Context: an optimization exercise on an open-source flow, tuned for small area and a short achievable clock period. The choices shown serve that exercise and are no tape-out recipe.
No functional check of the RTL was part of any run shown here.
Power figures rest on the tool's default switching activity, not on a simulated workload.

[flow/design.v]
package ahb_pkg;
    localparam int HADDR_WIDTH = 32;
    localparam int HDATA_WIDTH = 32;
    typedef enum logic [1:0] {
        IDLE   = 2'b00,
        BUSY   = 2'b01,
        NONSEQ = 2'b10,
        SEQ    = 2'b11
    } htrans_t;
    typedef enum logic [2:0] {
        BYTE = 3'b000,
        HALF = 3'b001,
        WORD = 3'b010
    } hsize_t;
    typedef enum logic {
        OKAY  = 1'b0,
        ERROR = 1'b1
    } hresp_t;
    localparam logic [3:0] REGION_ITCM = 4'h0;
    localparam logic [3:0] REGION_DTCM = 4'h2;
    localparam logic [3:0] REGION_APB  = 4'h4;
    function automatic logic [HDATA_WIDTH/8-1:0] byte_strb(hsize_t size, logic [1:0] addr);
        logic [HDATA_WIDTH/8-1:0] strb;
        case (size)
            3'b000:  strb = {{(HDATA_WIDTH/8-1){1'b0}}, 1'b1} << addr;
            3'b001:  strb = {{(HDATA_WIDTH/8-2){1'b0}}, 2'b11} << {addr[1], 1'b0};
            default: strb = '1;
        endcase
        byte_strb = strb;
    endfunction
endpackage
package apb_pkg;
    localparam int PADDR_WIDTH = 16;
    typedef enum logic [1:0] {
        IDLE    = 2'b00,
        WAIT_EN = 2'b01,
        SETUP   = 2'b10,
        ACCESS  = 2'b11
    } apb_state_t;
endpackage
module soc_top #(
    parameter int ITCM_DEPTH    = 64,
    parameter int DTCM_DEPTH    = 64,
    parameter int APB_MEM_DEPTH = 64,
    parameter int DIV_WID       = 4
) (
    input  logic                            hclk,
    input  logic                            hresetn,
    input  logic [DIV_WID-1:0]              div_factor_i,
    input  logic [ahb_pkg::HADDR_WIDTH-1:0] haddr_i,
    input  ahb_pkg::htrans_t                htrans_i,
    input  logic                            hwrite_i,
    input  ahb_pkg::hsize_t                 hsize_i,
    input  logic [ahb_pkg::HDATA_WIDTH-1:0] hwdata_i,
    output logic [ahb_pkg::HDATA_WIDTH-1:0] hrdata_o,
    output logic                            hready_o,
    output ahb_pkg::hresp_t                 hresp_o
);
    localparam int DEPTH = 64;
    localparam int AW    = 6;
    localparam int NB    = 4;
    logic       trans;
    logic       rg_itcm, rg_dtcm, rg_apb, rg_none;
    logic [3:0] strb_ap;
    assign trans   = htrans_i[1];
    assign rg_itcm = (haddr_i[31:28] == ahb_pkg::REGION_ITCM);
    assign rg_dtcm = (haddr_i[31:28] == ahb_pkg::REGION_DTCM);
    assign rg_apb  = (haddr_i[31:28] == ahb_pkg::REGION_APB);
    assign rg_none = !(rg_itcm || rg_dtcm || rg_apb);
    assign strb_ap = ahb_pkg::byte_strb(hsize_i, haddr_i[1:0]);
    logic                rdy_q;     
    logic                resp_q;    
    logic                err1_q;    
    apb_pkg::apb_state_t st_q;      
    logic [DIV_WID-1:0]  cnt_q;     
    logic                wr_i_q;    
    logic                wr_d_q;    
    logic                pclken;
    logic                unmapped;
    logic                start;
    apb_pkg::apb_state_t st_n;
    logic                err1_n;
    assign pclken   = (cnt_q == '0);
    assign unmapped = rdy_q && trans && rg_none;
    assign start    = rdy_q && trans && rg_apb;
    always_comb begin
        st_n = st_q;
        case (st_q)
            apb_pkg::IDLE:    if (start)  st_n = apb_pkg::WAIT_EN;
            apb_pkg::WAIT_EN: if (pclken) st_n = apb_pkg::SETUP;
            apb_pkg::SETUP:   if (pclken) st_n = apb_pkg::ACCESS;
            default:          if (pclken) st_n = apb_pkg::IDLE;
        endcase
    end
    assign err1_n = !err1_q && unmapped;
    always_ff @(posedge hclk or negedge hresetn) begin
        if (!hresetn) begin
            rdy_q  <= 1'b1;
            resp_q <= ahb_pkg::OKAY;
            err1_q <= 1'b0;
            st_q   <= apb_pkg::IDLE;
            cnt_q  <= '0;
            wr_i_q <= 1'b0;
            wr_d_q <= 1'b0;
        end else begin
            rdy_q  <= !err1_n && (st_n == apb_pkg::IDLE);
            resp_q <= err1_q || unmapped;
            err1_q <= err1_n;
            st_q   <= st_n;
            cnt_q  <= pclken ? div_factor_i : cnt_q - 1'b1;
            wr_i_q <= rdy_q && trans && hwrite_i && rg_itcm;
            wr_d_q <= rdy_q && trans && hwrite_i && rg_dtcm;
        end
    end
    assign hready_o = rdy_q;
    assign hresp_o  = ahb_pkg::hresp_t'(resp_q);
    logic [AW-1:0] a_idx;
    logic [NB-1:0] a_strb;
    logic          a_write;
    always_ff @(posedge hclk) begin
        if (rdy_q) begin
            a_idx   <= haddr_i[AW+1:2];
            a_strb  <= strb_ap;
            a_write <= hwrite_i;
        end
    end
    logic [DEPTH-1:0] a_dec;      
    logic [DEPTH-1:0] r_dec;      
    logic             apb_acc;
    logic             apb_we;
    always_comb begin
        for (int w = 0; w < DEPTH; w++) begin
            a_dec[w] = (a_idx == AW'(w));
            r_dec[w] = (haddr_i[AW+1:2] == AW'(w));
        end
    end
    assign apb_acc = (st_q == apb_pkg::ACCESS);
    assign apb_we  = apb_acc && pclken && a_write;
    logic [DEPTH-1:0][31:0] itcm_q;
    logic [DEPTH-1:0][31:0] dtcm_q;
    logic [DEPTH-1:0][31:0] apbm_q;
    logic [2:0][DEPTH-1:0]      wsel_n;
    logic [2:0][DEPTH-1:0][3:0] we;
    logic [2:0]                 wr_m;
    assign wr_m = {apb_we, wr_d_q, wr_i_q};
    for (genvar m = 0; m < 3; m++) begin : g_we
        for (genvar w = 0; w < DEPTH; w++) begin : g_w
            assign wsel_n[m][w] = !(wr_m[m] && a_dec[w]);
            for (genvar b = 0; b < NB; b++) begin : g_b
                rd_nor2 u (.a(wsel_n[m][w]), .b(!a_strb[b]), .y(we[m][w][b]));
            end
        end
    end
    always_ff @(posedge hclk) begin
        for (int w = 0; w < DEPTH; w++) begin
            for (int b = 0; b < NB; b++) begin
                if (we[0][w][b]) itcm_q[w][8*b +: 8] <= hwdata_i[8*b +: 8];
                if (we[1][w][b]) dtcm_q[w][8*b +: 8] <= hwdata_i[8*b +: 8];
                if (we[2][w][b]) apbm_q[w][8*b +: 8] <= hwdata_i[8*b +: 8];
            end
        end
    end
    logic        tcm_rd;
    logic [DEPTH-1:0] sel_i, sel_d, sel_a;
    logic [31:0] rd;
    logic        fwd;
    logic [31:0] rd_n;
    logic [31:0] rdata_q;
    assign tcm_rd = rdy_q;
    always_comb begin
        for (int w = 0; w < DEPTH; w++) begin
            sel_i[w] = tcm_rd && rg_itcm && r_dec[w];
            sel_d[w] = tcm_rd && rg_dtcm && r_dec[w];
            sel_a[w] = apb_acc && a_dec[w];
        end
    end
    for (genvar k = 0; k < 32; k++) begin : g_rd
        logic [63:0] t1;    
        logic [15:0] t2;    
        logic [7:0]  t3;    
        logic [1:0]  t4;    
        for (genvar w = 0; w < 64; w++) begin : g_t1
            rd_aoi222 u (.a1(sel_i[w]), .a2(itcm_q[w][k]),
                         .b1(sel_d[w]), .b2(dtcm_q[w][k]),
                         .c1(sel_a[w]), .c2(apbm_q[w][k]), .y(t1[w]));
        end
        for (genvar j = 0; j < 16; j++) begin : g_t2
            rd_nand4 u (.a(t1[4*j]), .b(t1[4*j+1]), .c(t1[4*j+2]), .d(t1[4*j+3]), .y(t2[j]));
        end
        for (genvar j = 0; j < 8; j++) begin : g_t3
            rd_nor2 u (.a(t2[2*j]), .b(t2[2*j+1]), .y(t3[j]));
        end
        for (genvar j = 0; j < 2; j++) begin : g_t4
            rd_nand4 u (.a(t3[4*j]), .b(t3[4*j+1]), .c(t3[4*j+2]), .d(t3[4*j+3]), .y(t4[j]));
        end
        assign rd[k] = t4[0] | t4[1];
    end
    assign fwd = ((wr_i_q && rg_itcm) || (wr_d_q && rg_dtcm)) && (a_idx == haddr_i[AW+1:2]);
    always_comb begin
        for (int b = 0; b < NB; b++)
            rd_n[8*b +: 8] = (fwd && a_strb[b]) ? hwdata_i[8*b +: 8] : rd[8*b +: 8];
    end
    always_ff @(posedge hclk) begin
        rdata_q <= rd_n;
    end
    assign hrdata_o = rdata_q;
endmodule
module rd_aoi222 (
    input  logic a1, a2, b1, b2, c1, c2,
    output logic y
);
    assign y = !((a1 && a2) || (b1 && b2) || (c1 && c2));
endmodule
module rd_nand4 (
    input  logic a, b, c, d,
    output logic y
);
    assign y = !(a && b && c && d);
endmodule
module rd_nor2 (
    input  logic a, b,
    output logic y
);
    assign y = !(a || b);
endmodule
[flow/run.sh]
#!/bin/bash
# synth_recipe.tcl (not shown) runs the flow's synth.tcl, then flattens the netlist and writes it again
# the make line also repeats each setting of config.mk as NAME=value (left out here)
make -C /OpenROAD-flow-scripts/flow DESIGN_CONFIG=/design/flow/config.mk WORK_HOME=/design/flow/orfs CLKGATE_MAP_FILE= SYNTH_SCRIPT=/design/flow/synth_recipe.tcl finish
[flow/config.mk]
export PLATFORM = sky130hd
export DESIGN_NAME = soc_top
export DESIGN_NICKNAME = soc_top
export VERILOG_FILES = /design/flow/design.v
export SDC_FILE = /design/flow/constraint.sdc
export NUM_CORES = 8
export LEC_CHECK = 0
export CAP_MARGIN = 20
export CORE_MARGIN = 2
export CORE_UTILIZATION = 30
export SLEW_MARGIN = 20
export SYNTH_HIERARCHICAL = 1
[flow/constraint.sdc]
create_clock -name core_clock -period 7.5 [get_ports {hclk}]
set_input_delay 1.5000 -clock core_clock [delete_from_list [all_inputs] [get_ports {hclk}]]
set_output_delay 1.5000 -clock core_clock [all_outputs]
set_load 0.01 [all_outputs]
==> results of run 1 <==
final cells by class:
cell class / count / share of cell area (%)
Multi-Input combinational cell: 4269 / 12.5
Timing Repair Buffer: 479 / 1.64
Clock inverter: 330 / 1.30
Tap cell: 9577 / 4.74
Clock buffer: 759 / 6.25
Sequential cell: 6198 / 73.5
Antenna cell: 26 / 0.0257
Inverter: 41 / 0.0728
sequential cells by signal, indices dropped and copies added, names as in the netlist:
| register | cells |
|---|---|
| wr_d_q | 1 |
| resp_q | 1 |
| dtcm_q | 2048 |
| itcm_q | 2048 |
| wr_i_q | 1 |
| a_strb | 4 |
| err1_q | 1 |
| rdy_q | 1 |
| rdata_q | 32 |
| a_write | 1 |
| a_idx | 6 |
| st_q | 2 |
| apbm_q | 2048 |
| cnt_q | 4 |
routing by layer:
metal	up-vias	wire, um
li1	50224	-
met1	63644	250000
met2	8397	299000
met3	1076	82500
met4	12	32100
met5	-	88
per-module statistics from Yosys, one instance, submodules excluded:
module     cells inside  cell area (sq um)  flops+latches  times used
soc_top            6916             189000           6198           1
rd_aoi222             1               10.0              0        2048
rd_nor2               1               3.75              0        1024
rd_nand4              1               6.26              0         576
cells in the mapped netlist (all sizes together), types with 3 or more instances:
cell type | count | share of area (%)
nor2b | 11 | 0.032
inv | 41 | 0.071
dfrtp | 10 | 0.12
nor3 | 68 | 0.16
clkbuf | 35 | 0.061
buf | 21 | 0.044
nand3 | 18 | 0.065
a222oi | 2048 | 9.4
edfxtp | 6155 | 85
dfxtp | 32 | 0.30
o21ai | 6 | 0.014
xor2 | 6 | 0.024
mux2i | 34 | 0.16
nor2 | 1255 | 2.2
nor3b | 3 | 0.010
nand4 | 578 | 1.7
nand2 | 221 | 0.38
worst reg2reg max path, cell delays in order, from the launching register on:
cell,delay (ps)
dfstp_2,850
nor3b_1,590
nand3_1,780
buf_4,500
nor2_2,790
buf_4,400
a222oi_1,160
nand4_1,250
nor2_1,170
nand4_1,120
nor2_1,60
mux2i_1,420
buf_4,250
path summary, 6_finish.rpt:
path	to	start	depth (start not counted)	slack, ps
max	rdata_q[25]$_DFF_P_	haddr_i[28]	14	1430
min	err1_q$_DFF_PN0_	err1_q$_DFF_PN0_	1	460
max reg2reg	rdata_q[25]$_DFF_P_	rdy_q$_DFF_PN1_	12	2100
min reg2reg	err1_q$_DFF_PN0_	err1_q$_DFF_PN0_	1	460
max in group asynchronous	wr_i_q$_DFF_PN0_	hresetn	1	6410
min in group asynchronous	st_q[1]$_DFF_PN0_	hresetn	1	720
through the flow:
step / power, uW / std cells / setup WS [ps] / hold WS (ps) / cell area, sq um
finish: 70700 / 21679 / 1430 / 457 / 253000
global route: 72500 / 21663 / 1400 / 481 / 253000
CTS: 71000 / 21652 / 1620 / 462 / 253000
detailed placement: 42100 / 20563 / 434 / 448 / 234000
global placement: 42000 / 20563 / 402 / 440 / 234000
floorplan: 39700 / 10564 / 3020 / 416 / 217000
power groups by stage:
stage | logic, uW | clock network [uW] | registers (uW)
floorplan | 643 | 0 | 39000
global placement | 2720 | 0 | 39300
detailed placement | 2770 | 0 | 39300
CTS | 2780 | 29700 | 38600
global route | 2910 | 31100 | 38500
finish | 2860 | 29400 | 38500
cell families after synthesis:
kind of cell             count (synthesis)  share of synthesized area [%]
adder cells (fa/ha/maj)                  1                        0.00577
flip-flops                            6198                           85.6
XOR/XNOR                                 7                         0.0283
AND/OR/NAND/NOR                       2165                           4.54
buffers and inverters                   97                          0.176
multiplexers                            34                          0.157
AO/OA/AOI/OAI                         2062                           9.49
==> results.json, run 1 <==
{
  "min_period_ps": 6070,
  "globalplace.congestion": 0.864,
  "grtUsageMet1_pct": 23.8,
  "drtIter0Drc": 27830,
  "setup.worst_path.end_class": "flip-flop",
  "path_buf_inv": 4,
  "ir_worst_vdd_mv": 0.259,
  "finalCritPeriodShare_pct": 81.0,
  "comb_power_share_pct": 4.0,
  "p_leak_uw": 0.0770,
  "postCtsHoldBufs": 0,
  "status": "timing/DRC/antenna clean",
  "syn-cell-area_sq_um": 217000,
  "synth_cell_type_count": 36,
  "dr.pass1.iters": 22,
  "ys_seq_area_share_pct": 85.6,
  "cts_max_path_buffers": 4,
  "crit_chain": "clkdlybuf4s50_1 > or3_1 > nor3b_1 > nand3_1 > buf_4 > nor2_2 > buf_4 > a222oi_1 > nand4_1 > nor2_1 > nand4_1 > nor2_1 > mux2i_1 > buf_4",
  "grt_use_met3_pct": 3.80,
  "rsz0062_at_grt": "no",
  "cts.sinks": 6198,
  "synth_nets": 10641,
  "dp_hpwl_um": 420000,
  "grtUsageTotal_pct": 17.3,
  "pin_count": 110,
  "crit_required_ps": 8550,
  "numCtsBuffers": 605,
  "fin_nets": 11671,
  "grt_max_degree": 163,
  "grt_pass1_wl_um": 905000,
  "antenna_found_initial": 46,
  "setup_viol": 0,
  "crit_type": "in2reg",
  "maxClockFrequency_ghz": 0.165,
  "layout_commonest_cell": "edfxtp_1",
  "critPathTopFamily": "simple AND/OR/NAND/NOR gates",
  "grt_pass1_vias": 115829,
  "critPathLaunchType": "input pin",
  "wl_per_cell_um": 30.6,
  "synth_edf_count": 6155,
  "worstMarginPinSlew_ps": 1200,
  "cpPeakStageDelay_ps": 780,
  "yosysWarnings": 7,
  "gr-total-overflow": 0,
  "syn2layout_area_growth_pct": 16.5,
  "rows": 312,
  "portBuffers": 88,
  "core-area_sq_um": 721000,
  "die_h_um": 854,
  "power_switching_uw": 15800,
  "path_clk_slew_ps": 60,
  "maxSlewViolCount": 0,
  "clock_skew_ps": 77.3,
  "slowest_stage": "nand3_1",
  "syn_inst": 10564,
  "switching_share_pct": 22.4,
  "final_cell_mix": "edfxtp_1 (6155), a222oi_1 (2048), nor2_1 (1127)",
  "ctsHtreeMaxLevel": 6,
  "hold_class": "reg2reg",
  "start_util_pct": 30.1,
  "top_usage_layer": "met2",
  "finalWirelength_um": 664000,
  "cts_root_buf": "clkbuf_16",
  "post_cts_resized": 0,
  "dieArea_sq_um": 730000,
  "maxCapViolCount": 0,
  "pwr-share-clk_pct": 41.5,
  "synth.avg_cell_area_sq_um": 20.5,
  "power_density_nw_per_um2": 280,
  "multiInputGateArea_sq_um": 31600,
  "regArea_sq_um": 186000,
  "clock_latency_ps": 1110,
  "post_cts_buffers": 0,
  "synth-seq-cells": 6198,
  "met2_usage_pct": 26.4,
  "drc": 0,
  "layout-drive-gt1-share_pct": 12.0,
  "async_flop_share_pct": 0.177,
  "intPower_uw": 54900,
  "critPathMaxFanout": 17,
  "tritoncts": "yes",
  "num_vias": 123353,
  "final_core_util_pct": 35.0,
  "crit_path_frequent_cell": "buf_4",
  "fp.dieW_um": 854,
  "yosys_most_used_dff": "edfxtp_1",
  "arrival_ps": 7120,
  "vias_per_cell": 5.69,
  "final_antenna_net_count": 0,
  "finalSetupTns_ps": 0,
  "final_hold_viol_count": 0,
  "pwr-share-seq_pct": 54.5,
  "fillers": 66705,
  "max-slew-margin-rel_pct": 19.9
}
==> inputs of run 2 (changes only) <==
--- a/flow/config.mk
+++ b/flow/config.mk
@@ -8,5 +8,6 @@
 export CAP_MARGIN = 20
 export CORE_MARGIN = 2
 export CORE_UTILIZATION = 30
+export SETUP_SLACK_MARGIN = 4.3
 export SLEW_MARGIN = 20
 export SYNTH_HIERARCHICAL = 1
==> results.json, run 2 <==
{
  "holdPathStages": 1,
  "antenna_found_initial": 50,
  "largest_registers": "apbm_q (2048), dtcm_q (2048), itcm_q (2048)",
  "clock_skew_ps": 65.4,
  "final_core_util_pct": 36.1,
  "layout-drive-gt1-share_pct": 19.7,
  "rows": 312,
  "critPathLaunchType": "input pin",
  "syn_inst": 10564,
  "place_area_sq_um": 234000,
  "p_leak_uw": 0.0800,
  "syn-cell-area_sq_um": 217000,
  "dp_hpwl_um": 434000,
  "power_density_nw_per_um2": 274,
  "rsz0062_at_grt": "yes",
  "yosysWarnings": 7,
  "synth_most_common_cell": "edfxtp_1",
  "cts_root_buf": "clkbuf_16",
  "portBuffers": 88,
  "fin_nets": 12017,
  "clock_latency_ps": 1110,
  "reg2reg_slack_ps": 3390,
  "min_period_ps": 4160,
  "grt_use_met3_pct": 4.53,
  "grtUsageTotal_pct": 17.8,
  "finalSetupTns_ps": 0,
  "top_usage_layer": "met2",
  "finalWirelength_um": 688000,
  "tritoncts": "yes",
  "gr-total-overflow": 0,
  "num_vias": 126311,
  "fillers": 66129,
  "crit_required_ps": 8490,
  "rr_endpoint": "rdata_q[3]$_DFF_P_",
  "wl_per_cell_um": 31.2,
  "critPathMaxFanout": 6,
  "arrival_ps": 5150,
  "maxSlewViolCount": 0,
  "synth_cell_type_count": 36,
  "hold_end": "err1_q$_DFF_PN0_",
  "cts.sinks": 6198,
  "synth.avg_cell_area_sq_um": 20.5,
  "synth-seq-cells": 6198,
  "finalCritPeriodShare_pct": 55.4,
  "setup.worst_path.end_class": "flip-flop",
  "cts_max_path_buffers": 4,
  "fin_ws_ps": 3340,
  "met2_usage_pct": 27.4,
  "start_util_pct": 30.1,
  "pre_cts_ws_ps": 752,
  "grtUsageMet1_pct": 24.0,
  "crit_type": "in2reg",
  "numCtsBuffers": 604,
  "drtIter0Drc": 26869,
  "grt_pass1_wl_um": 930000,
  "synthTopCellsByCount": "edfxtp_1 (6155), a222oi_1 (2048), nor2_1 (1255)",
  "grt_max_degree": 123,
  "worstMarginPinSlew_ps": 1230,
  "yosysTopAreaCell": "edfxtp_1",
  "synth_edf_count": 6155,
  "multiInputGateArea_sq_um": 34900,
  "total_power_uw": 71500,
  "max-slew-margin-rel_pct": 18.1,
  "globalplace.congestion": 0.870,
  "path_clk_slew_ps": 60,
  "drc": 0,
  "ir_worst_vdd_mv": 0.252,
  "synth_nets": 10641,
  "regArea_sq_um": 186000,
  "postCtsHoldBufs": 0,
  "layout_commonest_cell": "edfxtp_1",
  "fin_area_sq_um": 260000,
  "dr.pass1.iters": 12,
  "synth.top_cells.by_area": "edfxtp_1 (85%), a222oi_1 (9.4%), nor2_1 (2.2%), nand4_1 (1.7%), nand2_1 (0.38%)",
  "hold_class": "reg2reg",
  "maxClockFrequency_ghz": 0.241,
  "final_hold_viol_count": 0,
  "core-area_sq_um": 721000,
  "dieArea_sq_um": 730000,
  "grt_pass1_vias": 118042,
  "vias_per_cell": 5.73,
  "async_flop_share_pct": 0.177,
  "final_antenna_net_count": 0,
  "fp.dieW_um": 854,
  "pin_count": 110,
  "reg2regPathDepth": 13,
  "status": "timing/DRC/antenna clean",
  "ctsHtreeMaxLevel": 6,
  "die_h_um": 854,
  "hold_start": "err1_q$_DFF_PN0_",
  "syn2layout_area_growth_pct": 20.0,
  "ys_seq_area_share_pct": 85.6,
  "maxCapViolCount": 0,
  "setup_viol": 0,
  "final_cell_mix": "edfxtp_1 (6155), a222oi_1 (2048), clkbuf_16 (620)",
  "yosys_most_used_dff": "edfxtp_1",
  "r2r_start": "a_idx[1]$_DFFE_PP_",
  "synth_top_area_share_pct": 85.2
}
run 2: changes by cell type in the layout (fill, tap and decap cells not counted), moves of 16 or more:
cell,previous run,this run
nand2_1,217,192
buf_8,2,41
dfxtp_4,0,22
dfxtp_1,32,7
buf_6,1,114
buf_2,0,16
buf_4,375,504
nor2_4,8,262
nor2_1,1127,610
buf_12,14,88
clkdlybuf4s50_1,56,12
diode_2,26,47
nor2_2,120,390
run 2: power by group:
group	switching (uW)	leakage (uW)	internal, uW
sequential	304	0.0557	38300
clock	13200	0.00930	16300
combinational	2670	0.0150	746
run 2: Yosys stat by module (local to each module, per instance):
module	flops+latches	cells inside	times used	area, sq um
rd_aoi222	0	1	2048	10.0
rd_nand4	0	1	576	6.26
soc_top	6198	6916	1	189000
rd_nor2	0	1	1024	3.75
run 2: worst max path at each step:
stage / startpoint / end / slack [ps]
2_1_floorplan: haddr_i[4] / rdata_q[0]$_DFF_P_ / 3610
3_3_place_gp: haddr_i[30] / rdata_q[5]$_DFF_P_ / 870
3_5_place_dp: haddr_i[4] / rdata_q[5]$_DFF_P_ / 750
4_1_cts: haddr_i[31] / rdata_q[3]$_DFF_P_ / 3540
5_1_grt: a_idx[0]$_DFFE_PP_ / rdata_q[2]$_DFF_P_ / 3360
6_report: haddr_i[28] / rdata_q[3]$_DFF_P_ / 3340
run 2: logic make-up after synthesis:
kind of cell | count (synthesis) | share of synthesized area, %
flops | 6198 | 85.6
xor+xnor | 7 | 0.0283
simple gates | 2165 | 4.54
buf+inv | 97 | 0.176
mux | 34 | 0.157
compound gates | 2062 | 9.49
fa+ha+maj | 1 | 0.00577
run 2: repair_timing:
item | CTS | global route
setup endpoints to repair | 4573 | 1339
cloned | 14 | 13
setup buffers | 183 | 122
resized for setup | 874 | 449
pin swaps | 179 | 308
run 2: final cells by class:
cell class / instances / area share (%)
Sequential cell: 6198 / 71.4
Inverter: 41 / 0.0649
Clock buffer: 765 / 6.12
Tap cell: 9577 / 4.60
Antenna cell: 47 / 0.0452
Multi-Input combinational cell: 4280 / 13.4
Clock inverter: 332 / 1.21
Timing Repair inverter: 4 / 0.0106
Timing Repair Buffer: 811 / 3.20
run 2: routing by layer:
metal  vias to the layer above  part of all wire [%]
li1                      51033                     -
met1                     65421                    37
met2                      8718                    45
met3                      1123                    13
met4                        16                   4.7
met5                         -                 0.016
run 2: stage by stage:
stage,hold slack [ps],instances
after floorplan,416,10564
after CTS,465,21871
after global placement,449,20575
after detailed placement,453,20577
after global routing,475,22031
final,460,22055
run 2: critical path, cell delays in order:
cell      delay, ps
buf_8            80
or3_4           250
nor3b_4          80
buf_6           170
nand2_8         190
buf_6           160
nor2_4           60
buf_8           140
a222oi_1        360
nand4_1         470
nor2_4          390
nand4_1         640
nor2_2          330
mux2i_1         100
buf_4           180
==> inputs of run 3 (changes only) <==
--- a/flow/design.v
+++ b/flow/design.v
@@ -125,13 +125,11 @@
         end
     end
     logic [DEPTH-1:0] a_dec;      
-    logic [DEPTH-1:0] r_dec;      
     logic             apb_acc;
     logic             apb_we;
     always_comb begin
         for (int w = 0; w < DEPTH; w++) begin
             a_dec[w] = (a_idx == AW'(w));
-            r_dec[w] = (haddr_i[AW+1:2] == AW'(w));
         end
     end
     assign apb_acc = (st_q == apb_pkg::ACCESS);
@@ -160,19 +158,26 @@
             end
         end
     end
-    logic        tcm_rd;
+    logic [7:0]       p_lo_n;     
+    logic [7:0]       p_hi_i_n;   
+    logic [7:0]       p_hi_d_n;   
     logic [DEPTH-1:0] sel_i, sel_d, sel_a;
-    logic [31:0] rd;
-    logic        fwd;
-    logic [31:0] rd_n;
-    logic [31:0] rdata_q;
-    assign tcm_rd = rdy_q;
-    always_comb begin
-        for (int w = 0; w < DEPTH; w++) begin
-            sel_i[w] = tcm_rd && rg_itcm && r_dec[w];
-            sel_d[w] = tcm_rd && rg_dtcm && r_dec[w];
+    logic [31:0]      rd;
+    logic             fwd;
+    logic [31:0]      rd_n;
+    logic [31:0]      rdata_q;
+    always_comb begin
+        for (int j = 0; j < 8; j++) begin
+            p_lo_n[j]   = !(!apb_acc && (haddr_i[4:2] == 3'(j)));
+            p_hi_i_n[j] = !(!haddr_i[29] && (haddr_i[7:5] == 3'(j)));
+            p_hi_d_n[j] = !( haddr_i[29] && (haddr_i[7:5] == 3'(j)));
+        end
+        for (int w = 0; w < DEPTH; w++)
             sel_a[w] = apb_acc && a_dec[w];
-        end
+    end
+    for (genvar w = 0; w < DEPTH; w++) begin : g_sel
+        rd_nor2 u_i (.a(p_hi_i_n[w/8]), .b(p_lo_n[w%8]), .y(sel_i[w]));
+        rd_nor2 u_d (.a(p_hi_d_n[w/8]), .b(p_lo_n[w%8]), .y(sel_d[w]));
     end
     for (genvar k = 0; k < 32; k++) begin : g_rd
         logic [63:0] t1;    
@@ -195,7 +200,7 @@
         end
         assign rd[k] = t4[0] | t4[1];
     end
-    assign fwd = ((wr_i_q && rg_itcm) || (wr_d_q && rg_dtcm)) && (a_idx == haddr_i[AW+1:2]);
+    assign fwd = ((wr_i_q && !haddr_i[29]) || (wr_d_q && haddr_i[29])) && (a_idx == haddr_i[AW+1:2]);
     always_comb begin
         for (int b = 0; b < NB; b++)
             rd_n[8*b +: 8] = (fwd && a_strb[b]) ? hwdata_i[8*b +: 8] : rd[8*b +: 8];
--- a/flow/config.mk
+++ b/flow/config.mk
@@ -8,6 +8,8 @@
 export CAP_MARGIN = 20
 export CORE_MARGIN = 2
 export CORE_UTILIZATION = 30
+export CTS_CLUSTER_DIAMETER = 100
+export CTS_CLUSTER_SIZE = 24
 export SETUP_SLACK_MARGIN = 4.3
 export SLEW_MARGIN = 20
 export SYNTH_HIERARCHICAL = 1
==> results.json, run 3 <==
{
  "dr.pass1.iters": 10,
  "synthXorXnorAreaFrac_pct": 0.0438,
  "grt_pass1_vias": 115810,
  "cts.sinks": 6198,
  "pin_count": 110,
  "final_core_util_pct": 34.6,
  "dieArea_sq_um": 730000,
  "worstMarginPinSlew_ps": 1330,
  "crit_chain": "buf_6 > nor2b_4 > nand3_4 > buf_12 > buf_8 > nor2_4 > buf_12 > a222oi_1 > nand4_1 > nor2_1 > nand4_1 > nor2_1 > mux2i_1",
  "grtUsageTotal_pct": 17.7,
  "hold_class": "reg2reg",
  "fin_ws_ps": 3460,
  "dp_hpwl_um": 435000,
  "rr_endpoint": "rdata_q[11]$_DFF_P_",
  "grt_max_degree": 134,
  "crit_end": "rdata_q[11]$_DFF_P_",
  "finalWirelength_um": 683000,
  "synth_top_area_share_pct": 85.2,
  "pre_cts_ws_ps": 517,
  "min_period_ps": 4040,
  "pwr-share-clk_pct": 29.9,
  "maxClockFrequency_ghz": 0.248,
  "postCtsHoldBufs": 0,
  "pwr-share-seq_pct": 62.7,
  "drc": 0,
  "final_hold_viol_count": 0,
  "ctsHtreeMaxLevel": 5,
  "yosys_most_used_dff": "edfxtp_1",
  "setup.worst_path.end_class": "flip-flop",
  "arrival_ps": 4920,
  "start_util_pct": 30.1,
  "synth.avg_cell_area_sq_um": 20.6,
  "max-slew-margin-rel_pct": 11.1,
  "synthAdderAreaFrac_pct": 0.00577,
  "maxCapViolCount": 0,
  "async_flop_share_pct": 0.177,
  "intPower_uw": 47100,
  "syn_inst": 10555,
  "gr-total-overflow": 0,
  "numCtsBuffers": 301,
  "dr_wl_met2_um": 311000,
  "drtIter0Drc": 28299,
  "power_density_nw_per_um2": 246,
  "clock_latency_ps": 1050,
  "wl_per_cell_um": 31.9,
  "largest_registers": "apbm_q (2048), dtcm_q (2048), itcm_q (2048)",
  "layout-drive-gt1-share_pct": 16.0,
  "setup_viol": 0,
  "synthTopCellsByCount": "edfxtp_1 (6155), a222oi_1 (2048), nor2_1 (1257)",
  "synth_nets": 10632,
  "crit_type": "in2reg",
  "synth_compound_area_share_pct": 9.49,
  "fin_nets": 11719,
  "crit_required_ps": 8380,
  "critPathTopFamily": "simple AND/OR/NAND/NOR gates",
  "cts_max_path_buffers": 4,
  "synth_top_family_by_area": "compound AO/OA/AOI/OAI gates",
  "num_vias": 124354,
  "synth_simple_gate_area_share_pct": 4.52,
  "path_clk_slew_ps": 100,
  "grt_pass1_wl_um": 924000,
  "die_h_um": 854,
  "synth_mux_area_share_pct": 0.157,
  "rows": 312,
  "slowest_stage": "a222oi_1",
  "critPathLaunchType": "input pin",
  "rsz0062_at_grt": "yes",
  "switching_share_pct": 23.2,
  "clock_skew_ps": 104,
  "finalSetupTns_ps": 0,
  "synth_cell_type_count": 41,
  "cpPeakStageDelay_ps": 640,
  "synth_most_common_cell": "edfxtp_1",
  "total_power_uw": 61400,
  "ir_worst_vdd_mv": 0.242,
  "synth-seq-cells": 6198,
  "dr.max_layer_used": "met5",
  "synth.top_cells.by_area": "edfxtp_1 (85%), a222oi_1 (9.4%), nor2_1 (2.2%), nand4_1 (1.7%), nand2_1 (0.38%)",
  "p_leak_uw": 0.0748,
  "reg2reg_slack_ps": 3500,
  "layout_commonest_cell": "edfxtp_1",
  "cts_root_buf": "clkbuf_16",
  "critPathMaxFanout": 7,
  "wl_met1_um": 254000,
  "met3RoutedLength_um": 88000,
  "synth_edf_count": 6155,
  "final_cell_mix": "edfxtp_1 (6155), a222oi_1 (2048), nor2_1 (696)",
  "r2r_start": "a_idx[0]$_DFFE_PP_",
  "final_antenna_net_count": 0,
  "hold_start": "err1_q$_DFF_PN0_",
  "fp.dieW_um": 854,
  "status": "timing/DRC/antenna clean",
  "fillers": 67008,
  "power_switching_uw": 14200,
  "syn-cell-area_sq_um": 217000,
  "vias_per_cell": 5.82,
  "globalplace.congestion": 0.859,
  "yosysWarnings": 7,
  "antenna_found_initial": 49,
  "path_depth": 13,
  "ys_seq_area_share_pct": 85.6,
  "maxSlewViolCount": 0,
  "yosysTopAreaCell": "edfxtp_1",
  "finalCritPeriodShare_pct": 53.8,
  "startpoint": "haddr_i[4]",
  "reg2regPathDepth": 12,
  "fin_hold_ws_ps": 454,
  "comb_power_share_pct": 7.4,
  "tritoncts": "yes",
  "portBuffers": 88,
  "core-area_sq_um": 721000,
  "path_buf_inv": 4,
  "syn2layout_area_growth_pct": 15.1
}
## run 3: changes by cell type after synthesis, moves of 3 or more
cell | before | now
nand3_4 | 4 | 0
nor3_4 | 0 | 4
buf_2 | 14 | 11
nand2_1 | 221 | 218
xnor2_1 | 1 | 4
xor2_1 | 6 | 0
nor3b_1 | 3 | 0
clkbuf_1 | 35 | 26
## run 3: how the worst min path moves through the flow
stage / to / cells past startpoint
after global routing: err1_q$_DFF_PN0_ / 1
final: err1_q$_DFF_PN0_ / 1
after CTS: err1_q$_DFF_PN0_ / 1
after floorplan: err1_q$_DFF_PN0_ / 1
after global placement: err1_q$_DFF_PN0_ / 1
after detailed placement: err1_q$_DFF_PN0_ / 1
## run 3: cell type report
cell class | instances | area [sq um] | area share [%]
Clock inverter | 28 | 450 | 0.180
Clock buffer | 414 | 8130 | 3.25
Antenna cell | 27 | 67.6 | 0.0271
Sequential cell | 6198 | 186000 | 74.4
Multi-Input combinational cell | 4268 | 34300 | 13.7
Tap cell | 9577 | 12000 | 4.80
Inverter | 41 | 169 | 0.0676
Timing Repair inverter | 1 | 7.51 | 0.00301
Timing Repair Buffer | 831 | 8870 | 3.55
## run 3: what timing repair did
action | CTS | global route
cloned | 15 | 6
endpoints found under the setup margin | 4256 | 1700
gates resized for setup | 979 | 295
pin swaps | 421 | 181
buffers inserted | 202 | 54
## run 3: cells by family (layout without fill, tap and decap cells)
kind of cell | Yosys count | after routing
xor gates and xnor gates | 7 | 7
adders and majority gates | 1 | 1
other | 0 | 27
muxes | 34 | 34
DFF | 6198 | 6198
buffers and inverters | 90 | 1315
AOI/OAI and AO/OA | 2062 | 2062
and+or+nand+nor | 2163 | 2164
## run 3: worst register-to-register path, cell delays in order, from the launching register on
cell,delay [ps]
edfxtp_1,420
buf_4,180
nor2b_2,210
nand2_4,160
buf_12,210
nor3_2,60
buf_6,200
a222oi_1,640
nand4_1,540
nor2_1,220
nand4_1,640
nor2_1,290
mux2i_1,110
## run 3: stage by stage
stage | instance area (sq um) | cells
after floorplan | 217000 | 10555
after global placement | 234000 | 20635
after detailed placement | 234000 | 20636
after CTS | 248000 | 21295
after global routing | 250000 | 21366
final | 250000 | 21385
## run 3: routing by layer
metal	track usage, %	up-vias
met1	24.3	64848
met5	0	-
met2	27.5	8583
li1	-	49947
met4	6.75	16
met3	3.95	960
## run 3: Yosys stat by module, one instance, submodules excluded
module     times used  flops+latches  cell area [sq um]  cells
rd_nor2          1152              0               3.75      1
soc_top             1           6198             189000   6779
rd_nand4          576              0               6.26      1
rd_aoi222        2048              0               10.0      1
## run 3: power groups by stage
stage | clock network (uW) | registers (uW) | logic, uW
after floorplan | 0 | 39000 | 865
after global placement | 0 | 39300 | 3510
after detailed placement | 0 | 39300 | 3560
after CTS | 18500 | 38500 | 4330
after global routing | 19600 | 38500 | 4570
final | 18300 | 38500 | 4550
==> inputs of run 4 (changes only) <==
--- a/flow/design.v
+++ b/flow/design.v
@@ -69,6 +69,7 @@
     assign rg_none = !(rg_itcm || rg_dtcm || rg_apb);
     assign strb_ap = ahb_pkg::byte_strb(hsize_i, haddr_i[1:0]);
     logic                rdy_q;     
+    logic                nrdy_q;    
     logic                resp_q;    
     logic                err1_q;    
     apb_pkg::apb_state_t st_q;      
@@ -80,6 +81,7 @@
     logic                start;
     apb_pkg::apb_state_t st_n;
     logic                err1_n;
+    assign rdy_q    = !nrdy_q;
     assign pclken   = (cnt_q == '0);
     assign unmapped = rdy_q && trans && rg_none;
     assign start    = rdy_q && trans && rg_apb;
@@ -95,7 +97,7 @@
     assign err1_n = !err1_q && unmapped;
     always_ff @(posedge hclk or negedge hresetn) begin
         if (!hresetn) begin
-            rdy_q  <= 1'b1;
+            nrdy_q <= 1'b0;
             resp_q <= ahb_pkg::OKAY;
             err1_q <= 1'b0;
             st_q   <= apb_pkg::IDLE;
@@ -103,7 +105,7 @@
             wr_i_q <= 1'b0;
             wr_d_q <= 1'b0;
         end else begin
-            rdy_q  <= !err1_n && (st_n == apb_pkg::IDLE);
+            nrdy_q <= err1_n || (st_n != apb_pkg::IDLE);
             resp_q <= err1_q || unmapped;
             err1_q <= err1_n;
             st_q   <= st_n;
@@ -114,38 +116,41 @@
     end
     assign hready_o = rdy_q;
     assign hresp_o  = ahb_pkg::hresp_t'(resp_q);
-    logic [AW-1:0] a_idx;
+    logic [7:0]    a_lo_n;
+    logic [7:0]    a_hi;
     logic [NB-1:0] a_strb;
     logic          a_write;
     always_ff @(posedge hclk) begin
         if (rdy_q) begin
-            a_idx   <= haddr_i[AW+1:2];
+            for (int j = 0; j < 8; j++) begin
+                a_lo_n[j] <= (haddr_i[4:2] != 3'(j));
+                a_hi[j]   <= (haddr_i[7:5] == 3'(j));
+            end
             a_strb  <= strb_ap;
             a_write <= hwrite_i;
         end
     end
-    logic [DEPTH-1:0] a_dec;      
-    logic             apb_acc;
-    logic             apb_we;
-    always_comb begin
-        for (int w = 0; w < DEPTH; w++) begin
-            a_dec[w] = (a_idx == AW'(w));
-        end
-    end
+    logic apb_acc;
+    logic apb_we;
     assign apb_acc = (st_q == apb_pkg::ACCESS);
     assign apb_we  = apb_acc && pclken && a_write;
     logic [DEPTH-1:0][31:0] itcm_q;
     logic [DEPTH-1:0][31:0] dtcm_q;
     logic [DEPTH-1:0][31:0] apbm_q;
-    logic [2:0][DEPTH-1:0]      wsel_n;
+    logic [2:0]                 wr_m;
+    logic [2:0][7:0][NB-1:0]    row_n;
     logic [2:0][DEPTH-1:0][3:0] we;
-    logic [2:0]                 wr_m;
     assign wr_m = {apb_we, wr_d_q, wr_i_q};
+    always_comb begin
+        for (int m = 0; m < 3; m++)
+            for (int j = 0; j < 8; j++)
+                for (int b = 0; b < NB; b++)
+                    row_n[m][j][b] = !(wr_m[m] && a_hi[j] && a_strb[b]);
+    end
     for (genvar m = 0; m < 3; m++) begin : g_we
         for (genvar w = 0; w < DEPTH; w++) begin : g_w
-            assign wsel_n[m][w] = !(wr_m[m] && a_dec[w]);
             for (genvar b = 0; b < NB; b++) begin : g_b
-                rd_nor2 u (.a(wsel_n[m][w]), .b(!a_strb[b]), .y(we[m][w][b]));
+                rd_nor2 u (.a(row_n[m][w/8][b]), .b(a_lo_n[w%8]), .y(we[m][w][b]));
             end
         end
     end
@@ -161,29 +166,39 @@
     logic [7:0]       p_lo_n;     
     logic [7:0]       p_hi_i_n;   
     logic [7:0]       p_hi_d_n;   
+    logic [7:0]       p_hi_a_n;   
     logic [DEPTH-1:0] sel_i, sel_d, sel_a;
-    logic [31:0]      rd;
-    logic             fwd;
-    logic [31:0]      rd_n;
-    logic [31:0]      rdata_q;
     always_comb begin
         for (int j = 0; j < 8; j++) begin
             p_lo_n[j]   = !(!apb_acc && (haddr_i[4:2] == 3'(j)));
             p_hi_i_n[j] = !(!haddr_i[29] && (haddr_i[7:5] == 3'(j)));
             p_hi_d_n[j] = !( haddr_i[29] && (haddr_i[7:5] == 3'(j)));
-        end
-        for (int w = 0; w < DEPTH; w++)
-            sel_a[w] = apb_acc && a_dec[w];
+            p_hi_a_n[j] = !(apb_acc && a_hi[j]);
+        end
     end
     for (genvar w = 0; w < DEPTH; w++) begin : g_sel
         rd_nor2 u_i (.a(p_hi_i_n[w/8]), .b(p_lo_n[w%8]), .y(sel_i[w]));
         rd_nor2 u_d (.a(p_hi_d_n[w/8]), .b(p_lo_n[w%8]), .y(sel_d[w]));
-    end
+        rd_nor2 u_a (.a(p_hi_a_n[w/8]), .b(a_lo_n[w%8]), .y(sel_a[w]));
+    end
+    logic          fwd;
+    logic [NB-1:0] fwd_b, fwd_b_n;
+    assign fwd = ((wr_i_q && !haddr_i[29]) || (wr_d_q && haddr_i[29])) &&
+                 !a_lo_n[haddr_i[4:2]] && a_hi[haddr_i[7:5]];
+    always_comb begin
+        for (int b = 0; b < NB; b++) begin
+            fwd_b[b]   = fwd && a_strb[b];
+            fwd_b_n[b] = !fwd_b[b];
+        end
+    end
+    logic [31:0] rd_n;
+    logic [31:0] rdata_q;
     for (genvar k = 0; k < 32; k++) begin : g_rd
         logic [63:0] t1;    
         logic [15:0] t2;    
         logic [7:0]  t3;    
         logic [1:0]  t4;    
+        logic [2:0]  t5;    
         for (genvar w = 0; w < 64; w++) begin : g_t1
             rd_aoi222 u (.a1(sel_i[w]), .a2(itcm_q[w][k]),
                          .b1(sel_d[w]), .b2(dtcm_q[w][k]),
@@ -198,12 +213,10 @@
         for (genvar j = 0; j < 2; j++) begin : g_t4
             rd_nand4 u (.a(t3[4*j]), .b(t3[4*j+1]), .c(t3[4*j+2]), .d(t3[4*j+3]), .y(t4[j]));
         end
-        assign rd[k] = t4[0] | t4[1];
-    end
-    assign fwd = ((wr_i_q && !haddr_i[29]) || (wr_d_q && haddr_i[29])) && (a_idx == haddr_i[AW+1:2]);
-    always_comb begin
-        for (int b = 0; b < NB; b++)
-            rd_n[8*b +: 8] = (fwd && a_strb[b]) ? hwdata_i[8*b +: 8] : rd[8*b +: 8];
+        rd_nand2 u_t50 (.a(fwd_b_n[k/8]), .b(t4[0]), .y(t5[0]));
+        rd_nand2 u_t51 (.a(fwd_b_n[k/8]), .b(t4[1]), .y(t5[1]));
+        rd_nand2 u_t52 (.a(fwd_b[k/8]), .b(hwdata_i[k]), .y(t5[2]));
+        rd_nand3 u_t6 (.a(t5[0]), .b(t5[1]), .c(t5[2]), .y(rd_n[k]));
     end
     always_ff @(posedge hclk) begin
         rdata_q <= rd_n;
@@ -228,3 +241,15 @@
 );
     assign y = !(a || b);
 endmodule
+module rd_nand2 (
+    input  logic a, b,
+    output logic y
+);
+    assign y = !(a && b);
+endmodule
+module rd_nand3 (
+    input  logic a, b, c,
+    output logic y
+);
+    assign y = !(a && b && c);
+endmodule
--- a/flow/config.mk
+++ b/flow/config.mk
@@ -7,7 +7,7 @@
 export LEC_CHECK = 0
 export CAP_MARGIN = 20
 export CORE_MARGIN = 2
-export CORE_UTILIZATION = 30
+export CORE_UTILIZATION = 50
 export CTS_CLUSTER_DIAMETER = 100
 export CTS_CLUSTER_SIZE = 24
 export SETUP_SLACK_MARGIN = 4.3
==> results.json, run 4 <==
{
  "intPower_uw": 47400,
  "dr.pass1.iters": 13,
  "setup.worst_path.end_class": "flip-flop",
  "pin_count": 110,
  "yosys_most_used_dff": "edfxtp_1",
  "fillers": 31459,
  "wl_per_cell_um": 37.6,
  "dp_hpwl_um": 400000,
  "synth.avg_cell_area_sq_um": 20.7,
  "setup_viol": 0,
  "final_cell_mix": "edfxtp_1 (6165), a222oi_1 (2048), nand4_1 (577)",
  "grt_pass1_vias": 116567,
  "comb_power_share_pct": 10.3,
  "finalSetupTns_ps": 0,
  "syn2layout_area_growth_pct": 13.0,
  "p_leak_uw": 0.0725,
  "syn_inst": 10440,
  "clock_skew_ps": 44.4,
  "synth_nets": 10517,
  "synth.top_cells.by_area": "edfxtp_1 (85%), a222oi_1 (9.5%), nor2_1 (2.1%), nand4_1 (1.7%), nand3_1 (0.31%)",
  "hold_class": "reg2reg",
  "grtUsageTotal_pct": 28.9,
  "grtUsageMet1_pct": 40.5,
  "slowest_stage": "nand4_1",
  "crit_required_ps": 8370,
  "synth_cell_type_count": 42,
  "crit_chain": "buf_16 > nand2b_4 > nor2_4 > nand2_8 > nor2_4 > buf_6 > buf_16 > a222oi_1 > nand4_1 > nor2_4 > nand4_1 > nand2_2 > nand3_2",
  "final_hold_viol_count": 0,
  "synth_top_area_share_pct": 85.5,
  "arrival_ps": 4870,
  "fin_hold_ws_ps": 469,
  "synth-seq-cells": 6208,
  "layout_commonest_cell": "edfxtp_1",
  "hold_end": "err1_q$_DFF_PN0_",
  "crit_type": "in2reg",
  "fp.dieW_um": 662,
  "core-area_sq_um": 431000,
  "grt_use_met3_pct": 6.03,
  "pre_cts_ws_ps": 593,
  "switching_share_pct": 24.5,
  "antenna_found_initial": 40,
  "largest_registers": "apbm_q (2048), dtcm_q (2048), itcm_q (2048)",
  "cts.sinks": 6208,
  "worstMarginPinSlew_ps": 1220,
  "fin_area_sq_um": 245000,
  "status": "timing/DRC/antenna clean",
  "synthTopCellsByCount": "edfxtp_1 (6165), a222oi_1 (2048), nor2_1 (1225)",
  "hold_start": "err1_q$_DFF_PN0_",
  "max-slew-margin-rel_pct": 18.5,
  "critPathTopFamily": "simple AND/OR/NAND/NOR gates",
  "die_h_um": 662,
  "fin_ws_ps": 3500,
  "clock_latency_ps": 1000,
  "yosysWarnings": 7,
  "drtIter0Drc": 27077,
  "globalplace.congestion": 0.938,
  "yosysTopAreaCell": "edfxtp_1",
  "cpPeakStageDelay_ps": 640,
  "grt_max_degree": 143,
  "syn-cell-area_sq_um": 217000,
  "final_antenna_net_count": 0,
  "critPathMaxFanout": 7,
  "num_vias": 122828,
  "numCtsBuffers": 298,
  "async_flop_share_pct": 0.177,
  "power_switching_uw": 15400,
  "cts_max_path_buffers": 4,
  "rows": 241,
  "rr_endpoint": "rdata_q[31]$_DFF_P_",
  "path_buf_inv": 3,
  "vias_per_cell": 7.12,
  "rsz0062_at_grt": "yes",
  "crit_path_frequent_cell": "nor2_4",
  "r2r_start": "st_q[1]$_DFF_PN0_",
  "postCtsHoldBufs": 0,
  "start_util_pct": 50.2,
  "ir_worst_vdd_mv": 0.189,
  "total_power_uw": 62800,
  "maxSlewViolCount": 0,
  "fin_nets": 11520,
  "finalCritPeriodShare_pct": 53.4,
  "layout-drive-gt1-share_pct": 16.4,
  "synth_most_common_cell": "edfxtp_1",
  "reg2regPathDepth": 16,
  "holdPathStages": 1,
  "top_usage_layer": "met2",
  "place_area_sq_um": 228000,
  "dieArea_sq_um": 438000,
  "synth_edf_count": 6165,
  "maxClockFrequency_ghz": 0.250,
  "met2_usage_pct": 45.1,
  "reg2reg_slack_ps": 3500,
  "portBuffers": 88,
  "pwr-share-seq_pct": 61.4,
  "cts_root_buf": "clkbuf_16",
  "gr-total-overflow": 0,
  "min_period_ps": 4000,
  "tritoncts": "yes",
  "maxCapViolCount": 0,
  "power_density_nw_per_um2": 257,
  "ctsHtreeMaxLevel": 5,
  "path_clk_slew_ps": 100,
  "pwr-share-clk_pct": 28.3,
  "finalWirelength_um": 650000,
  "ys_seq_area_share_pct": 85.9,
  "grt_pass1_wl_um": 888000,
  "critPathLaunchType": "input pin",
  "drc": 0
}
==> run 4: cell types whose count changed after synthesis, moves of 27 or more <==
cell,delta
nand3_1,+117
nand2_1,-84
nor3_1,-62
inv_1,-34
nor2_1,-32
mux2i_1,-27
==> run 4: cells by family after synthesis <==
logic type,Yosys count,share of synthesized area (%)
xor+xnor,1,0.00404
flops,6208,85.9
buf+inv,47,0.0913
mux,7,0.0329
fa+ha+maj,1,0.00578
compound gates,2080,9.56
simple gates,2096,4.42
==> run 4: cell type report <==
type                    instances  area, sq um  share of cell area (%)
clock buffers                 351         7890                    3.22
inverters                       8         58.8                  0.0240
diodes                         26         65.1                  0.0266
repair buffers                724         8310                    3.39
multi-input cells            4202        34800                    14.2
well taps                    5710         7140                    2.92
flip-flops and latches       6208       186000                    76.1
repair inverters                1         8.76                 0.00358
clock inverters                22          275                   0.112
==> run 4: stage by stage <==
| stage | utilization [%] | instances |
|---|---|---|
| after floorplan | - | 10440 |
| after global placement | 52.8 | 16517 |
| after detailed placement | 52.8 | 16517 |
| after CTS | 56.4 | 17162 |
| after global routing | 56.7 | 17232 |
| final | 56.8 | 17252 |
==> run 4: how the worst max path moves through the flow <==
| stage | slack (ps) | end | startpoint | cells after the start |
|---|---|---|---|---|
| 2_1_floorplan | 3290 | rdata_q[0]$_DFF_P_ | haddr_i[3] | 10 |
| 3_3_place_gp | 520 | rdata_q[15]$_DFF_P_ | haddr_i[6] | 11 |
| 3_5_place_dp | 590 | rdata_q[15]$_DFF_P_ | haddr_i[6] | 11 |
| 4_1_cts | 3850 | rdata_q[8]$_DFF_P_ | st_q[0]$_DFF_PN0_ | 11 |
| 5_1_grt | 3560 | rdata_q[21]$_DFF_P_ | haddr_i[2] | 12 |
| 6_report | 3500 | rdata_q[12]$_DFF_P_ | haddr_i[6] | 13 |
==> run 4: power groups by stage <==
stage                     registers, uW  clock network [uW]  logic (uW)
final                             38500               17800        6460
after global routing              38500               19100        6440
after CTS                         38500               18000        6120
after detailed placement          39300                   0        5280
after global placement            39300                   0        5210
after floorplan                   39300                   0        1440
==> run 4: what timing repair did <==
action | CTS | global route
setup buffers | 221 | 60
gates cloned | 51 | 4
pin swaps | 431 | 206
gates resized for setup | 1292 | 189
endpoints found under the setup margin | 3914 | 1750
==> run 4: per-module statistics from Yosys, one instance, submodules excluded <==
module	flops+latches	cells
rd_aoi222	0	1
rd_nor2	0	1
rd_nand4	0	1
rd_nand2	0	1
rd_nand3	0	1
soc_top	6208	6472
==> run 4: layer usage <==
| metal | wire, um | vias to the layer above |
|---|---|---|
| li1 | - | 49547 |
| met1 | 239000 | 63648 |
| met2 | 301000 | 8657 |
| met3 | 82000 | 954 |
| met4 | 28100 | 22 |
| met5 | 137 | - |
==> inputs of run 5 (changes only) <==
--- a/flow/design.v
+++ b/flow/design.v
@@ -163,23 +163,37 @@
             end
         end
     end
-    logic [7:0]       p_lo_n;     
-    logic [7:0]       p_hi_i_n;   
-    logic [7:0]       p_hi_d_n;   
-    logic [7:0]       p_hi_a_n;   
-    logic [DEPTH-1:0] sel_i, sel_d, sel_a;
-    always_comb begin
-        for (int j = 0; j < 8; j++) begin
-            p_lo_n[j]   = !(!apb_acc && (haddr_i[4:2] == 3'(j)));
-            p_hi_i_n[j] = !(!haddr_i[29] && (haddr_i[7:5] == 3'(j)));
-            p_hi_d_n[j] = !( haddr_i[29] && (haddr_i[7:5] == 3'(j)));
-            p_hi_a_n[j] = !(apb_acc && a_hi[j]);
-        end
-    end
-    for (genvar w = 0; w < DEPTH; w++) begin : g_sel
-        rd_nor2 u_i (.a(p_hi_i_n[w/8]), .b(p_lo_n[w%8]), .y(sel_i[w]));
-        rd_nor2 u_d (.a(p_hi_d_n[w/8]), .b(p_lo_n[w%8]), .y(sel_d[w]));
-        rd_nor2 u_a (.a(p_hi_a_n[w/8]), .b(a_lo_n[w%8]), .y(sel_a[w]));
+    logic [2:0] ha_t, ha_f;     
+    logic [2:0] hb_t, hb_f;     
+    logic       hr_i, hr_d;     
+    logic       nacc;
+    assign ha_t = haddr_i[4:2];
+    assign ha_f = ~haddr_i[4:2];
+    assign hb_t = haddr_i[7:5];
+    assign hb_f = ~haddr_i[7:5];
+    assign hr_i = !haddr_i[29];
+    assign hr_d = haddr_i[29];
+    assign nacc = !apb_acc;
+    logic [NB-1:0][7:0]       p_lo_n;     
+    logic [NB-1:0][7:0]       p_hi_i_n;   
+    logic [NB-1:0][7:0]       p_hi_d_n;   
+    logic [NB-1:0][7:0]       p_hi_a_n;   
+    logic [NB-1:0][DEPTH-1:0] sel_i, sel_d, sel_a;
+    for (genvar b = 0; b < NB; b++) begin : g_dec
+        for (genvar j = 0; j < 8; j++) begin : g_p
+            rd_nand4 u_lo (.a(j[0] ? ha_t[0] : ha_f[0]), .b(j[1] ? ha_t[1] : ha_f[1]),
+                           .c(j[2] ? ha_t[2] : ha_f[2]), .d(nacc), .y(p_lo_n[b][j]));
+            rd_nand4 u_hi (.a(j[0] ? hb_t[0] : hb_f[0]), .b(j[1] ? hb_t[1] : hb_f[1]),
+                           .c(j[2] ? hb_t[2] : hb_f[2]), .d(hr_i), .y(p_hi_i_n[b][j]));
+            rd_nand4 u_hd (.a(j[0] ? hb_t[0] : hb_f[0]), .b(j[1] ? hb_t[1] : hb_f[1]),
+                           .c(j[2] ? hb_t[2] : hb_f[2]), .d(hr_d), .y(p_hi_d_n[b][j]));
+            rd_nand2 u_ha (.a(apb_acc), .b(a_hi[j]), .y(p_hi_a_n[b][j]));
+        end
+        for (genvar w = 0; w < DEPTH; w++) begin : g_sel
+            rd_nor2 u_i (.a(p_hi_i_n[b][w/8]), .b(p_lo_n[b][w%8]), .y(sel_i[b][w]));
+            rd_nor2 u_d (.a(p_hi_d_n[b][w/8]), .b(p_lo_n[b][w%8]), .y(sel_d[b][w]));
+            rd_nor2 u_a (.a(p_hi_a_n[b][w/8]), .b(a_lo_n[w%8]), .y(sel_a[b][w]));
+        end
     end
     logic          fwd;
     logic [NB-1:0] fwd_b, fwd_b_n;
@@ -200,9 +214,9 @@
         logic [1:0]  t4;    
         logic [2:0]  t5;    
         for (genvar w = 0; w < 64; w++) begin : g_t1
-            rd_aoi222 u (.a1(sel_i[w]), .a2(itcm_q[w][k]),
-                         .b1(sel_d[w]), .b2(dtcm_q[w][k]),
-                         .c1(sel_a[w]), .c2(apbm_q[w][k]), .y(t1[w]));
+            rd_aoi222 u (.a1(sel_i[k/8][w]), .a2(itcm_q[w][k]),
+                         .b1(sel_d[k/8][w]), .b2(dtcm_q[w][k]),
+                         .c1(sel_a[k/8][w]), .c2(apbm_q[w][k]), .y(t1[w]));
         end
         for (genvar j = 0; j < 16; j++) begin : g_t2
             rd_nand4 u (.a(t1[4*j]), .b(t1[4*j+1]), .c(t1[4*j+2]), .d(t1[4*j+3]), .y(t2[j]));
==> results.json, run 5 <==
{
  "grt_pass1_vias": 119144,
  "fin_nets": 11998,
  "synth-seq-cells": 6208,
  "start_util_pct": 50.1,
  "p_leak_uw": 0.0718,
  "yosys_most_used_dff": "edfxtp_1",
  "synth.avg_cell_area_sq_um": 19.8,
  "pre_cts_ws_ps": 1260,
  "wl_per_cell_um": 34.3,
  "synth_most_common_cell": "edfxtp_1",
  "portBuffers": 88,
  "num_vias": 124702,
  "fillers": 32437,
  "arrival_ps": 4420,
  "fp.dieW_um": 666,
  "core-area_sq_um": 438000,
  "dr.pass1.iters": 14,
  "yosysTopAreaCell": "edfxtp_1",
  "numCtsBuffers": 297,
  "clock_skew_ps": 40.8,
  "postCtsHoldBufs": 0,
  "fin_ws_ps": 3920,
  "rsz0062_at_grt": "yes",
  "setup.worst_path.end_class": "flip-flop",
  "async_flop_share_pct": 0.177,
  "synth.top_cells.by_area": "edfxtp_1 (84%), a222oi_1 (9.3%), nor2_1 (3.1%), nand4_1 (1.9%), nand3_1 (0.31%)",
  "rows": 243,
  "pin_count": 110,
  "antenna_found_initial": 19,
  "dpl.cell_count": 17048,
  "syn_inst": 11103,
  "fin_area_sq_um": 246000,
  "setup_viol": 0,
  "critPathLaunchType": "input pin",
  "syn-cell-area_sq_um": 219000,
  "fin_hold_ws_ps": 449,
  "place_area_sq_um": 228000,
  "synth_edf_count": 6165,
  "reg2reg_slack_ps": 3960,
  "synthTopCellsByCount": "edfxtp_1 (6165), a222oi_1 (2048), nor2_1 (1800)",
  "cts.sinks": 6208,
  "ctsHtreeMaxLevel": 5,
  "gr-total-overflow": 0,
  "crit_required_ps": 8330,
  "regArea_sq_um": 186000,
  "finalWirelength_um": 610000,
  "final_antenna_net_count": 0,
  "grtUsageTotal_pct": 26.4,
  "critPathMaxFanout": 6,
  "clock_latency_ps": 970,
  "worstMarginPinSlew_ps": 1140,
  "tritoncts": "yes",
  "synth_top_area_share_pct": 84.4,
  "hold_class": "reg2reg",
  "status": "timing/DRC/antenna clean",
  "max-slew-margin-rel_pct": 24.0,
  "drc": 0,
  "yosysWarnings": 7,
  "ir_worst_vdd_mv": 0.191,
  "maxClockFrequency_ghz": 0.279,
  "cts_root_buf": "clkbuf_16",
  "power_density_nw_per_um2": 253,
  "dp_hpwl_um": 357000,
  "ys_seq_area_share_pct": 84.8,
  "layout-drive-gt1-share_pct": 15.6,
  "final_cell_mix": "edfxtp_1 (6165), a222oi_1 (2048), nor2_1 (914)",
  "min_period_ps": 3580,
  "maxCapViolCount": 0,
  "vias_per_cell": 7.02,
  "finalSetupTns_ps": 0,
  "globalplace.congestion": 0.865,
  "finalCritPeriodShare_pct": 47.8,
  "synth_cell_type_count": 43,
  "synth_nets": 11180,
  "grt_pass1_wl_um": 849000,
  "path_clk_slew_ps": 90,
  "crit_type": "in2reg",
  "grt_max_degree": 135,
  "dieArea_sq_um": 444000,
  "final_hold_viol_count": 0,
  "largest_registers": "apbm_q (2048), dtcm_q (2048), itcm_q (2048)",
  "cts_max_path_buffers": 4,
  "syn2layout_area_growth_pct": 12.0,
  "layout_commonest_cell": "edfxtp_1",
  "layoutNonFillerInstCount": 17765,
  "drtIter0Drc": 25543,
  "maxSlewViolCount": 0,
  "multiInputGateArea_sq_um": 37600,
  "die_h_um": 666
}
run 5: cell count changes in the layout (fill, tap and decap cells not counted), sizes merged, moves of 11 or more:
cell / change
buf: -147
nand4: +95
clkbuf: -16
diode: -17
clkdlybuf4s15: +11
nor2: +561
run 5: worst paths after layout:
kind,from,to,cells after the start
setup / recovery,haddr_i[4],rdata_q[14]$_DFF_P_,16
setup reg to reg,st_q[0]$_DFF_PN0_,rdata_q[14]$_DFF_P_,15
hold reg to reg,err1_q$_DFF_PN0_,err1_q$_DFF_PN0_,1
hold / removal,err1_q$_DFF_PN0_,err1_q$_DFF_PN0_,1
min in group asynchronous,hresetn,wr_d_q$_DFF_PN0_,1
max in group asynchronous,hresetn,wr_i_q$_DFF_PN0_,1
run 5: worst max-delay path: stages:
cell	delay, ps
buf_12	80
buf_12	100
clkinvlp_4	90
buf_8	150
nand4_1	250
buf_6	230
buf_6	110
buf_6	100
nor2_4	50
buf_12	120
a222oi_1	510
nand4_1	310
nor2_4	210
nand4_1	330
nand2_1	160
nand3_1	80
run 5: per-layer routing:
layer  wire length [um]  GRT usage, %
met1             227000          36.9
met4              21800          9.51
met5                 92             0
met2             291000          42.3
met3              69400          4.41
run 5: kinds of logic (layout without fill, tap and decap cells):
group | Yosys count | in the layout | synth area share (%)
AO/OA/AOI/OAI | 2074 | 2074 | 9.42
flip-flops | 6208 | 6208 | 84.8
adder cells (fa/ha/maj) | 1 | 1 | 0.00570
other | 0 | 9 | 0
AND/OR/NAND/NOR | 2762 | 2762 | 5.60
buffers and inverters | 51 | 947 | 0.0987
XOR/XNOR | 1 | 1 | 0.00399
multiplexers | 6 | 6 | 0.0388
run 5: layout make-up:
type	count	area share (%)
clock inverter	18	0.0851
timing repair inverter	2	0.00611
clock buffer	359	3.22
tap	5757	2.93
multi-input combinational	4844	15.3
antenna	9	0.00917
timing repair buffer	554	2.62
inverter	14	0.0418
sequential	6208	75.8
run 5: stage by stage:
stage               util [%]  total power, uW
global placement        52.2            44000
floorplan                  -            40900
detailed placement      52.2            44000
finish                  56.1            62200
global route            56.1            63700
CTS                     55.6            62100
run 5: what timing repair did:
item | 4_1_cts | 5_1_grt
endpoints found under the hold margin | 0 | 0
gates resized for setup | 1312 | 389
pin swaps | 376 | 394
buffers inserted | 238 | 72
setup endpoints to repair | 4673 | 2948
gates cloned | 10 | 6
run 5: where the power goes:
| group | total [uW] | leakage, uW | internal (uW) | switching, uW |
|---|---|---|---|---|
| Clock | 17700 | 0.00396 | 7560 | 10100 |
| Combinational | 5980 | 0.0121 | 1570 | 4400 |
| Sequential | 38500 | 0.0558 | 38300 | 203 |
| Total | 62200 | 0.0718 | 47500 | 14700 |
run 5: per-module statistics from Yosys, one instance, submodules excluded:
module	flip-flops and latches	area, sq um	copies in the design
rd_aoi222	0	10.0	2048
rd_nand2	0	3.75	128
rd_nand3	0	5.00	32
rd_nand4	0	6.26	672
rd_nor2	0	3.75	1792
soc_top	6208	187000	1

## static timing again, ports no longer ideal
How much do the figures lean on ideal ports? The routed layouts below were timed once more, with nothing changed but the port constraints. Step 1, drivers: a clkbuf_16 drives hclk and a buf_2 each remaining input, both assumed. Step 2 times the ports against the registers' clock, not the clock port: input delays grow and output delays shrink by t, the midpoint of the rising clock arrivals with the driver on. Three values: ideal ports, drivers, drivers and shift; two values: the first two.
run | shift t [ns] | setup WS [ns] | clock arrival spread, ns
run 1 | 1.208 | 1.426 / 1.528 / 0.321 | 0.088 / 0.087
run 2 | 1.210 | 3.344 / 3.151 / 1.941 | 0.078 / 0.077
run 3 | 1.125 | 3.464 / 3.332 / 2.207 | 0.120 / 0.120
run 4 | 1.102 | 3.496 / 3.376 / 2.274 | 0.051 / 0.050
run 5 | 1.058 | 3.915 / 3.803 / 2.745 | 0.057 / 0.056
After both steps every run listed still meets setup and hold. The setup slack of run 2, which loses most, moves by -0.193 ns with the drivers and by -1.403 ns with both steps.
